Background: an optimization exercise with open tools, aiming at small area, a short achievable clock period and few clock cycles per item. Do not read the settings as production practice. In this exercise RTL edits were held to simulation tests only and were not proved equivalent to the original. Power figures rest on the tool's default switching activity, not on a simulated workload.

<file path="design/flow/config.mk">
export PLATFORM = sky130hd
export DESIGN_NAME = bounded_ordered_list_engine_unit
export DESIGN_NICKNAME = bounded_ordered_list_engine_unit
export VERILOG_FILES = /design/flow/design.v
export SDC_FILE = /design/flow/constraint.sdc
export NUM_CORES = 4
export LEC_CHECK = 0
export CAP_MARGIN = 20
export CORE_MARGIN = 2
export CORE_UTILIZATION = 30
export SLEW_MARGIN = 20
</file>
<file path="design/flow/constraint.sdc">
create_clock -name core_clock -period 6.0 [get_ports {clk}]
set_input_delay 1.2000 -clock core_clock [delete_from_list [all_inputs] [get_ports {clk}]]
set_output_delay 1.2000 -clock core_clock [all_outputs]
set_load 0.01 [all_outputs]
</file>
<file path="design/flow/design.v">
package bole_pkg;
  localparam int DEPTH   = 16;
  localparam int CNT_W   = $clog2(DEPTH + 1);
  localparam int IDX_W   = $clog2(DEPTH);
  localparam int VALUE_W = 32;
  localparam int ENTRY_W = 5;
  typedef enum logic [2:0] {
    MODE_APPEND    = 3'd0,
    MODE_POP_FRONT = 3'd1,
    MODE_POP_BACK  = 3'd2,
    MODE_DELETE    = 3'd3,
    MODE_TRAVERSE  = 3'd4
  } mode_t;
  typedef enum logic [1:0] {
    STAT_OK       = 2'd0,
    STAT_EMPTY    = 2'd1,
    STAT_NOTFOUND = 2'd2,
    STAT_FULL     = 2'd3
  } status_t;
  typedef enum logic [1:0] {
    ST_IDLE,
    ST_EXEC,
    ST_TRAV
  } state_t;
  typedef enum logic [2:0] {
    CELL_HOLD,
    CELL_APPEND,
    CELL_SHIFT,
    CELL_DELETE,
    CELL_ROTATE
  } cell_op_t;
  typedef struct packed {
    logic [2:0]                mode;
    logic signed [VALUE_W-1:0] value;
  } cmd_t;
  typedef struct packed {
    status_t                   status;
    logic signed [VALUE_W-1:0] item_value;
    logic [ENTRY_W-1:0]        entry_count;
    logic                      last;
  } result_t;
  typedef struct packed {
    cell_op_t                  op;
    logic [CNT_W-1:0]          count;
    logic signed [VALUE_W-1:0] value;
  } cell_ctl_t;
endpackage
module bole_cell(
  input  logic                      clk,
  input  logic [bole_pkg::IDX_W-1:0]          idx,
  input  bole_pkg::cell_ctl_t                 ctl,
  input  logic signed [bole_pkg::VALUE_W-1:0] right_data,
  input  logic signed [bole_pkg::VALUE_W-1:0] head_data,
  input  logic                      hit_in,
  input  logic signed [bole_pkg::VALUE_W-1:0] tail_in,
  output logic                      hit_out,
  output logic signed [bole_pkg::VALUE_W-1:0] tail_out,
  output logic signed [bole_pkg::VALUE_W-1:0] data
);
  logic [bole_pkg::CNT_W-1:0]          idx_ext;
  logic                      valid;
  logic                      is_tail;
  logic                      match;
  logic signed [bole_pkg::VALUE_W-1:0] data_next;
  assign idx_ext  = bole_pkg::CNT_W'(idx);
  assign valid    = idx_ext < ctl.count;
  assign is_tail  = (idx_ext + bole_pkg::CNT_W'(1)) == ctl.count;
  assign match    = valid && (data == ctl.value);
  assign hit_out  = hit_in | match;
  assign tail_out = tail_in | (is_tail ? data : '0);
  always_comb begin
    data_next = data;
    unique case (ctl.op)
      bole_pkg::CELL_HOLD:   data_next = data;
      bole_pkg::CELL_APPEND: if (idx_ext == ctl.count) data_next = ctl.value;
      bole_pkg::CELL_SHIFT:  data_next = right_data;
      bole_pkg::CELL_DELETE: if (hit_out) data_next = right_data;
      bole_pkg::CELL_ROTATE: data_next = is_tail ? head_data : right_data;
      default:     data_next = data;
    endcase
  end
  always_ff @(posedge clk) begin
    data <= data_next;
  end
endmodule
module bounded_ordered_list_engine_unit(
  input  logic    clk,
  input  logic    rst,
  input  logic    start,
  input  bole_pkg::cmd_t    cmd,
  output logic    busy,
  output logic    strobe,
  output bole_pkg::result_t result
);
  bole_pkg::state_t                    state;
  bole_pkg::state_t                    state_next;
  bole_pkg::cmd_t                      cmd_q;
  logic [bole_pkg::CNT_W-1:0]          count;
  logic [bole_pkg::CNT_W-1:0]          count_next;
  logic [bole_pkg::CNT_W-1:0]          trav_left;
  logic [bole_pkg::CNT_W-1:0]          trav_left_next;
  logic                      strobe_next;
  bole_pkg::result_t                   result_next;
  bole_pkg::cell_ctl_t                 ctl;
  logic signed [bole_pkg::VALUE_W-1:0] data  [bole_pkg::DEPTH];
  logic signed [bole_pkg::VALUE_W-1:0] right [bole_pkg::DEPTH];
  logic                      hit   [bole_pkg::DEPTH+1];
  logic signed [bole_pkg::VALUE_W-1:0] tail  [bole_pkg::DEPTH+1];
  logic                      accept;
  logic                      empty;
  logic                      full;
  assign accept  = start && !busy;
  assign busy    = state != bole_pkg::ST_IDLE;
  assign empty   = count == '0;
  assign full    = count == bole_pkg::CNT_W'(bole_pkg::DEPTH);
  assign hit[0]  = 1'b0;
  assign tail[0] = '0;
  genvar g;
  generate
    for (g = 0; g < bole_pkg::DEPTH; g++) begin : g_cell
      if (g < bole_pkg::DEPTH - 1) begin : g_mid
        assign right[g] = data[g+1];
      end else begin : g_end
        assign right[g] = data[g];
      end
      bole_cell u_cell (
        .clk        (clk),
        .idx        (bole_pkg::IDX_W'(g)),
        .ctl        (ctl),
        .right_data (right[g]),
        .head_data  (data[0]),
        .hit_in     (hit[g]),
        .tail_in    (tail[g]),
        .hit_out    (hit[g+1]),
        .tail_out   (tail[g+1]),
        .data       (data[g])
      );
    end
  endgenerate
  always_comb begin
    state_next = state;
    unique case (state)
      bole_pkg::ST_IDLE: if (accept) state_next = bole_pkg::ST_EXEC;
      bole_pkg::ST_EXEC: begin
        if (cmd_q.mode == bole_pkg::MODE_TRAVERSE && count > bole_pkg::CNT_W'(1)) begin
          state_next = bole_pkg::ST_TRAV;
        end else begin
          state_next = bole_pkg::ST_IDLE;
        end
      end
      bole_pkg::ST_TRAV: if (trav_left == bole_pkg::CNT_W'(1)) state_next = bole_pkg::ST_IDLE;
      default: state_next = bole_pkg::ST_IDLE;
    endcase
  end
  always_comb begin
    ctl.op         = bole_pkg::CELL_HOLD;
    ctl.count      = count;
    ctl.value      = cmd_q.value;
    count_next     = count;
    trav_left_next = trav_left;
    strobe_next    = 1'b0;
    result_next.status     = bole_pkg::STAT_OK;
    result_next.item_value = '0;
    result_next.last       = 1'b1;
    unique case (state)
      bole_pkg::ST_IDLE: ;
      bole_pkg::ST_EXEC: begin
        strobe_next = 1'b1;
        unique case (cmd_q.mode)
          bole_pkg::MODE_APPEND: begin
            if (full) begin
              result_next.status = bole_pkg::STAT_FULL;
            end else begin
              ctl.op     = bole_pkg::CELL_APPEND;
              count_next = count + bole_pkg::CNT_W'(1);
            end
          end
          bole_pkg::MODE_POP_FRONT: begin
            if (empty) begin
              result_next.status = bole_pkg::STAT_EMPTY;
            end else begin
              ctl.op                 = bole_pkg::CELL_SHIFT;
              result_next.item_value = data[0];
              count_next             = count - bole_pkg::CNT_W'(1);
            end
          end
          bole_pkg::MODE_POP_BACK: begin
            if (empty) begin
              result_next.status = bole_pkg::STAT_EMPTY;
            end else begin
              result_next.item_value = tail[bole_pkg::DEPTH];
              count_next             = count - bole_pkg::CNT_W'(1);
            end
          end
          bole_pkg::MODE_DELETE: begin
            if (empty) begin
              result_next.status = bole_pkg::STAT_EMPTY;
            end else if (hit[bole_pkg::DEPTH]) begin
              ctl.op                 = bole_pkg::CELL_DELETE;
              result_next.item_value = cmd_q.value;
              count_next             = count - bole_pkg::CNT_W'(1);
            end else begin
              result_next.status = bole_pkg::STAT_NOTFOUND;
            end
          end
          bole_pkg::MODE_TRAVERSE: begin
            if (empty) begin
              result_next.status = bole_pkg::STAT_EMPTY;
            end else begin
              ctl.op                 = bole_pkg::CELL_ROTATE;
              result_next.item_value = data[0];
              result_next.last       = count == bole_pkg::CNT_W'(1);
              trav_left_next         = count - bole_pkg::CNT_W'(1);
            end
          end
          default: ;
        endcase
      end
      bole_pkg::ST_TRAV: begin
        strobe_next            = 1'b1;
        ctl.op                 = bole_pkg::CELL_ROTATE;
        result_next.item_value = data[0];
        result_next.last       = trav_left == bole_pkg::CNT_W'(1);
        trav_left_next         = trav_left - bole_pkg::CNT_W'(1);
      end
      default: ;
    endcase
    result_next.entry_count = bole_pkg::ENTRY_W'(count_next);
  end
  always_ff @(posedge clk) begin
    if (rst) begin
      state     <= bole_pkg::ST_IDLE;
      count     <= '0;
      trav_left <= '0;
      strobe    <= 1'b0;
    end else begin
      state     <= state_next;
      count     <= count_next;
      trav_left <= trav_left_next;
      strobe    <= strobe_next;
    end
  end
  always_ff @(posedge clk) begin
    if (accept) cmd_q <= cmd;
    result <= result_next;
  end
endmodule
</file>
<file path="design/flow/run.sh">
#!/bin/bash
# synth_recipe.tcl (not shown) runs the flow's synth.tcl, then flattens the netlist and writes it again
# the make line also repeats each setting of config.mk as NAME=value (left out here)
make -C /OpenROAD-flow-scripts/flow DESIGN_CONFIG=/design/flow/config.mk WORK_HOME=/design/flow/orfs CLKGATE_MAP_FILE= SYNTH_SCRIPT=/design/flow/synth_recipe.tcl finish
</file>
==> results.txt <==
[where the power goes]
group,switching (W),total (W),internal (W)
Combinational,0.000828,0.00125,0.000421
Sequential,0.0000782,0.00467,0.00459
Clock,0.00203,0.00493,0.00290
[metrics by stage]
step	total power, W	utilization	hold slack, ns
floorplan	0.005328	-	0.4692
global placement	0.005944	0.3412	0.4880
detailed placement	0.005942	0.3414	0.5068
CTS	0.01079	0.3627	0.5125
global route	0.01099	0.3628	0.5473
finish	0.01085	0.3632	0.5088
[Yosys cell counts, types with 4 or more instances]
cell type / number / area, um2
a31oi_1: 12 / 75.07
a21boi_0: 11 / 82.58
nor2b_1: 10 / 62.56
nand2_1: 198 / 743.2
nand3_1: 63 / 315.3
or3_1: 7 / 43.79
a21oi_1: 80 / 400.4
ha_1: 10 / 125.1
buf_6: 54 / 608.1
nor4b_1: 11 / 96.34
and2_1: 40 / 250.2
a22oi_1: 134 / 1006
clkbuf_1: 172 / 645.6
or4_1: 6 / 45.04
nor2_1: 69 / 259.0
xnor2_1: 303 / 2654
a2111oi_0: 4 / 35.03
o31ai_1: 4 / 30.03
buf_2: 84 / 420.4
nor3_1: 43 / 215.2
a21o_1: 34 / 255.2
o21ai_0: 65 / 325.3
a22o_1: 63 / 551.8
buf_4: 45 / 337.8
nand4b_1: 10 / 87.58
nor3b_1: 9 / 67.56
buf_1: 22 / 82.58
a221o_1: 449 / 4494
or2_2: 4 / 25.02
nand4_1: 133 / 832.1
nand2b_1: 7 / 43.79
edfxtp_1: 547 / 16430
a221oi_1: 61 / 534.3
a211oi_1: 7 / 52.55
and3_1: 18 / 112.6
dfxtp_1: 53 / 1061
clkbuf_2: 19 / 95.09
inv_1: 12 / 45.04
xor2_1: 217 / 1901
o22ai_1: 22 / 137.6
and2_0: 8 / 50.05
nor4_1: 91 / 569.3
[area by class of cell]
type	count	area, um2	share of cell area
sequential	600	17490	0.3956
inverter	12	45.04	0.001019
multi-input combinational	2257	17540	0.3969
antenna	18	45.04	0.001019
tap	1625	2033	0.04599
clock buffer	94	2081	0.04707
timing repair buffer	417	4457	0.1008
clock inverter	45	513.0	0.01160
[final timing paths]
check / startpoint / to / slack [ns]
worst max-delay path: g_cell[11].u_cell.data[7] / g_cell[7].u_cell.data[11] / 0.56
worst min-delay path: trav_left[2] / trav_left[2] / 0.51
worst max register to register: g_cell[11].u_cell.data[7] / g_cell[7].u_cell.data[11] / 0.56
worst min register to register: trav_left[2] / trav_left[2] / 0.51
[logic make-up (layout without fill, tap and decap cells)]
family | after synthesis | after routing | share of synthesized area
xor+xnor | 521 | 521 | 0.1244
other cells | 0 | 18 | 0
buf+inv | 409 | 568 | 0.06136
compound gates | 979 | 979 | 0.2253
fa+ha+maj | 10 | 10 | 0.003405
flops | 600 | 600 | 0.4759
simple gates | 746 | 746 | 0.1093
mux | 1 | 1 | 0.0002724
[tightest hold or removal path: stages, from the launching register on]
cell and delay (ns):
dfxtp_1 0.32, o21ai_0 0.07, a21oi_1 0.06
[flip-flops by register name, summed over array words and instances (netlist names)]
| signal | count |
|---|---|
| result | 40 |
| trav_left | 5 |
| count | 5 |
| g_cell.u_cell.data | 512 |
| cmd_q | 35 |
| strobe | 1 |
| state | 2 |
[metal layers]
| layer | vias up | track usage | part of all wire |
|---|---|---|---|
| li1 | 13290 | - | - |
| met1 | 17730 | 0.4624 | 0.35 |
| met2 | 3666 | 0.5743 | 0.42 |
| met3 | 968 | 0.1311 | 0.13 |
| met4 | 16 | 0.2495 | 0.088 |
| met5 | - | 0 | 0.00046 |
==> metrics.md <==
| Metric | Value |
|---|---|
| Die span in x | `354.0 um` |
| Final Net Count | `between 3k and 4k` |
| Leakage power | `approximately 14 nW` |
| Largest stage delay on the critical path | `slightly above 1 ns` |
| Number of I/O pins | `80` |
| Global-route congestion overflow total | `0` |
| Post-DP HPWL | `188.5 mm` |
| Slew @ Worst Pin | `approximately 1.3 ns` |
| Setup TNS | `0 ns` |
| Router iterations before antenna repair | `6` |
| Via Count | `about 36k` |
| Clock Pin Slew Worst Setup and Hold Paths | `about 0.060 ns` |
| Fill cells | `approximately 12k` |
| Htree depth | `3` |
| Hold Path Class | `register to register` |
| CORE AREA | `121700 um2` |
| CTS tree | `yes` |
| Number of global-route vias before repair | `between 30k and 40k` |
| Die area | `about 130000 um2` |
| Syn Area/Cell | `around 11 um2` |
| WHS Path Cells | `2` |
| Post-Place Cells | `a little under 5k` |
| Crit path DAT | `~5.8 ns` |
| Port bufs | `just under 80` |
| Commonest non-fill, non-tap cells in the layout | `547 x edfxtp_1, 449 x a221o_1, 303 x xnor2_1, 247 x buf_4, 216 x xor2_1` |
| Hold buffer count at cts | `0` |
| Routed WL | `approximately 250 mm` |
| Max cap viols | `0` |
| Synthesis warning total | `9` |
| Synth Flop Type | `edfxtp_1` |
| Die Y | `354.0 um` |
| Top delay family on crit path | `simple AND/OR/NAND/NOR gates` |
| Clk sinks | `600` |
| Leading cell type in the layout, fill and taps excluded | `edfxtp_1` |
| Initial antenna violation count | `20` |
| Cell Area, Synth | `approximately 37000 um2` |
| Flops & latches, synth | `600` |
| Clock Root Buffer | `clkbuf_16` |
| Setup ws final | `around 0.56 ns` |
| Async SR Flop Fraction | `0` |
| Design Area, Final | `44200 um2` |
| Vias/cell | `7.037` |
| Post-synth EDFFs | `around 550` |
| Number of cells on the critical path | `12` |
| Peak VDD IR | `approximately 190 uV` |
| Final count of negative-setup-slack endpoints | `0` |
| Routed Antenna Nets | `0` |
| Initial Util | `0.3019` |
| Min Tclk post-route | `~5.4 ns` |
| CP most frequent cell | `buf_12` |
| Routed wire per std cell | `48.71 um` |
| Worst Path Required | `6.35 ns` |
| DP Area | `41550 um2` |
| RSZ-0062 raised after global routing | `false` |
| Final Max Slew Viols | `0` |
| Clk buf depth | `3` |
| Pwr dens | `245.3 nW/um2` |
| Yosys cell types | `82` |
| Mapped Nets | `3314` |
| Clk latency of the worst-skew pair | `0.68 ns` |
| Number of DRC markers in iteration 0 | `7024` |
| Max Fanout on Critical Path | `19` |
| CP cell instances | `xnor2_1 -> nor4b_1 -> nand4_1 -> nor4bb_1 -> a41oi_1 -> nand4_4 -> nor3_4 -> o21ai_4 -> a21oi_2 -> buf_12 -> a211oi_4 -> buf_12` |
| CP max-delay cell | `nor4bb_1` |
| CTS Buf Count | `75` |
| Status | `no timing/DRC/antenna violations` |
| Post-placement setup slack | `between 0.8 and 0.9 ns` |
| CTS resizes | `0` |
| Gpl congestion | `roughly 1.1` |
| Worst setup EP type | `register` |
| Critical path class | `register to register` |
| Fmax | `approximately 180 MHz` |
| Final worst-path cycle share | `0.9067` |
| FP Rows | `128` |
| DRC | `0` |
| Hold Vio Cnt, Final | `0` |
| Final non-filler cell total | `approximately 5.1k` |
| Post-Synthesis Cells | `between 3k and 4k` |
| Setup Buffers After CTS | `0` |
| Setup crit start kind | `register` |
| Worst path buffer plus inverter count | `2` |
| Share of cells above drive strength 1 | `0.1603` |
| Sequential share of the synthesized area | `0.4759` |
| First-pass GRT wire length | `319.7 mm` |
| Maximum number of pins on one net before global-route repair | `36` |
| Reg2reg path depth | `12` |
| Slew headroom | `0.1541` |
| Setup Skew | `0.02721 ns` |
| Area added between synthesis and finish | `20.31%` |
| Gr usage total | `0.3813` |
Testbench counts, summed over its fixed seeds: cycles 88,994, commands 32,000.

==> separate check: timing with driven ports <==
The flow's constraints put no driver on any port. The routed layout listed below was extracted and timed again, unchanged, in two steps. Step 1, drivers: a clkbuf_16 drives clk and a buf_2 each remaining input, both assumed. Step 2 times the ports against the registers' clock, not the clock port: input delays grow and output delays shrink by t, the midpoint of the rising clock arrivals with the driver on. a / b / c = ideal ports / drivers / drivers and shift; a / b = the first two.
shift t [ns]: 0.743
setup WS [ns]: 0.560 / 0.560 / 0.560
worst setup path at the end: register to register
After both steps setup and hold are still met in this run. For this run, drivers alone change the setup slack by 0.000 ns; drivers and shift together by 0.000 ns.
